Context: an optimization exercise on an open-source flow, tuned for small area, a short achievable clock period and few clock cycles per item. The choices shown serve that exercise and are no tape-out recipe.
Function was checked by simulation only, so behaviour that the tests miss may differ from the original.

==> inputs of run a <==
// diff_drive_odometry
module diff_drive_odometry (
    input  logic               i_clk,
    input  logic               i_rst_n,
    input  logic               i_cfg_valid,
    output logic               o_cfg_ready,
    input  logic [7:0]         i_cfg_index,
    input  logic [15:0]        i_cfg_data,
    input  logic               i_in_valid,
    output logic               o_in_stall,
    input  logic signed [23:0] i_first_wheel_rate,
    input  logic signed [23:0] i_second_wheel_rate,
    input  logic [15:0]        i_time_step,
    output logic               o_out_valid,
    input  logic               i_out_stall,
    output logic signed [31:0] o_position_x,
    output logic signed [31:0] o_position_y,
    output logic [31:0]        o_heading,
    output logic signed [31:0] o_forward_speed,
    output logic signed [31:0] o_turn_rate
);
    logic [15:0] r_radius, r_inv_sep;
    logic [31:0] rs_reg;
    logic [32:0] rs_s;
    logic [13:1] v;
    logic adv, en0;
    logic [31:0] h_reg;
    logic signed [31:0] px_reg, py_reg;
    logic signed [24:0] in_sum;
    logic signed [24:0] in_diff;
    logic [15:0] in_dt;
    logic signed [24:0] in_diff_q1;
    logic [2:0] m2_g0; logic m2_o0, m2_t0, m2_n0;
    logic [33:0] m2_r0;
    logic [56:0] m2_u0;
    logic [2:0] m2_g1; logic m2_o1, m2_t1, m2_n1;
    logic [33:0] m2_r1;
    logic [56:0] m2_u1;
    logic [2:0] m2_g2; logic m2_o2, m2_t2, m2_n2;
    logic [33:0] m2_r2;
    logic [56:0] m2_u2;
    logic [2:0] m2_g3; logic m2_o3, m2_t3, m2_n3;
    logic [33:0] m2_r3;
    logic [56:0] m2_u3;
    logic [2:0] m2_g4; logic m2_o4, m2_t4, m2_n4;
    logic [33:0] m2_r4;
    logic [56:0] m2_u4;
    logic [2:0] m2_g5; logic m2_o5, m2_t5, m2_n5;
    logic [33:0] m2_r5;
    logic [56:0] m2_u5;
    logic [2:0] m2_g6; logic m2_o6, m2_t6, m2_n6;
    logic [33:0] m2_r6;
    logic [56:0] m2_u6;
  ...
export LEC_CHECK = 0
export ABC_AREA = 1
export CAP_MARGIN = 20
export CORE_MARGIN = 2
export CORE_UTILIZATION = 40
export SETUP_SLACK_MARGIN = 5
export SLEW_MARGIN = 20
create_clock -name core_clock -period 13.0 [get_ports {i_clk}]
run.sh (not shown) runs the stock make flow with config.mk's settings and CLKGATE_MAP_FILE= SYNTH_SCRIPT=/design/flow/synth_recipe.tcl, a recipe that flattens the netlist after the stock synthesis.
==> run b: changes against run a <==
Settings changed: CORE_UTILIZATION 40 to 50.
==> run c: changes against run a <==
Settings changed: CORE_UTILIZATION 40 to 45, CTS_BUF_LIST set to sky130_fd_sc_hd__clkbuf_8.
==> summary.txt <==
Result of the run: run a complete, no violations; run c complete, no violations; run b complete, no violations
Area of the core: run a 659000 um^2; run c 586000 um^2; run b 528000 um^2
Endpoint required time on the critical path: run a 13.61 ns; run c 13.87 ns; run b 13.66 ns
Number of instances in the placed design: run a 36760; run c 35834; run b 35048
Global routing met2 resource utilization: run a 42.6%; run c 45.0%; run b 51.0%
Wire per inst: run a 24.2 um; run c 23.7 um; run b 24.7 um
Capture endpoint of the worst hold path: run a h_new_q8[12]; run c trn_q4[15]; run b h_new_q9[23]
CTS buffer count: run a 264; run c 385; run b 263
Total number of nets in the final design: run a 33807; run c 33911; run b 33808
Initial detailed-routing violation count: run a 19000; run c 18134; run b 19373
Proportion of cell area occupied by multi-input gates: run a 61.6%; run c 62.1%; run b 62.1%
Measured slew at the worst slew-check pin: run a 1.26 ns; run c 1.19 ns; run b 1.18 ns
Cell at the root of the clock tree: run a sky130_fd_sc_hd__clkbuf_16; run c sky130_fd_sc_hd__clkbuf_8; run b sky130_fd_sc_hd__clkbuf_16
Critical path peak fanout: run a 41; run c 44; run b 48
Antenna violations before repair: run a 22; run c 37; run b 50
Count of non-CTS inverters in the layout: run a 5535; run c 5536; run b 5535
Met1 track utilization from global routing: run a 34.5%; run c 37.7%; run b 42.7%
Fill cell instance count of the final layout: run a 63941; run c 55457; run b 48633
Testbench counts of run a, summed over its fixed seeds: cycles 3,304, items 3,200.
Testbench counts of run b, summed over its fixed seeds: cycles 3,304, items 3,200.
Testbench counts of run c, summed over its fixed seeds: cycles 3,304, items 3,200.

afterwards: timing with drivers on the ports:
How much do the figures lean on ideal ports? The routed layouts below were timed once more, with nothing changed but the port constraints. Step 1 assumes that a clkbuf_16 drives the clock port and a buf_2 every other input. Step 2, shift: input delay + t, output delay - t, t = (earliest + latest rising clock arrival at the registers) / 2. This alone moves slack from input paths to output paths. Three values: no drivers, after step 1, after step 2; two values: the first two.
| run | shift t [ns] | setup WS [ns] | slew at the worst register clock pin (ns) | pins driven straight from the clock port |
|---|---|---|---|---|
| run a | 1.116 | 5.090 / 5.090 / 5.090 | 0.08 / 0.08 | 1 |
| run b | 1.079 | 5.069 / 5.069 / 5.069 | 0.09 / 0.09 | 1 |
| run c | 1.302 | 5.121 / 5.121 / 4.941 | 0.08 / 0.08 | 1 |
After both steps setup and hold are still met in every run listed. The setup slack of run c, which loses most, moves by 0.000 ns with the drivers and by -0.180 ns with both steps.
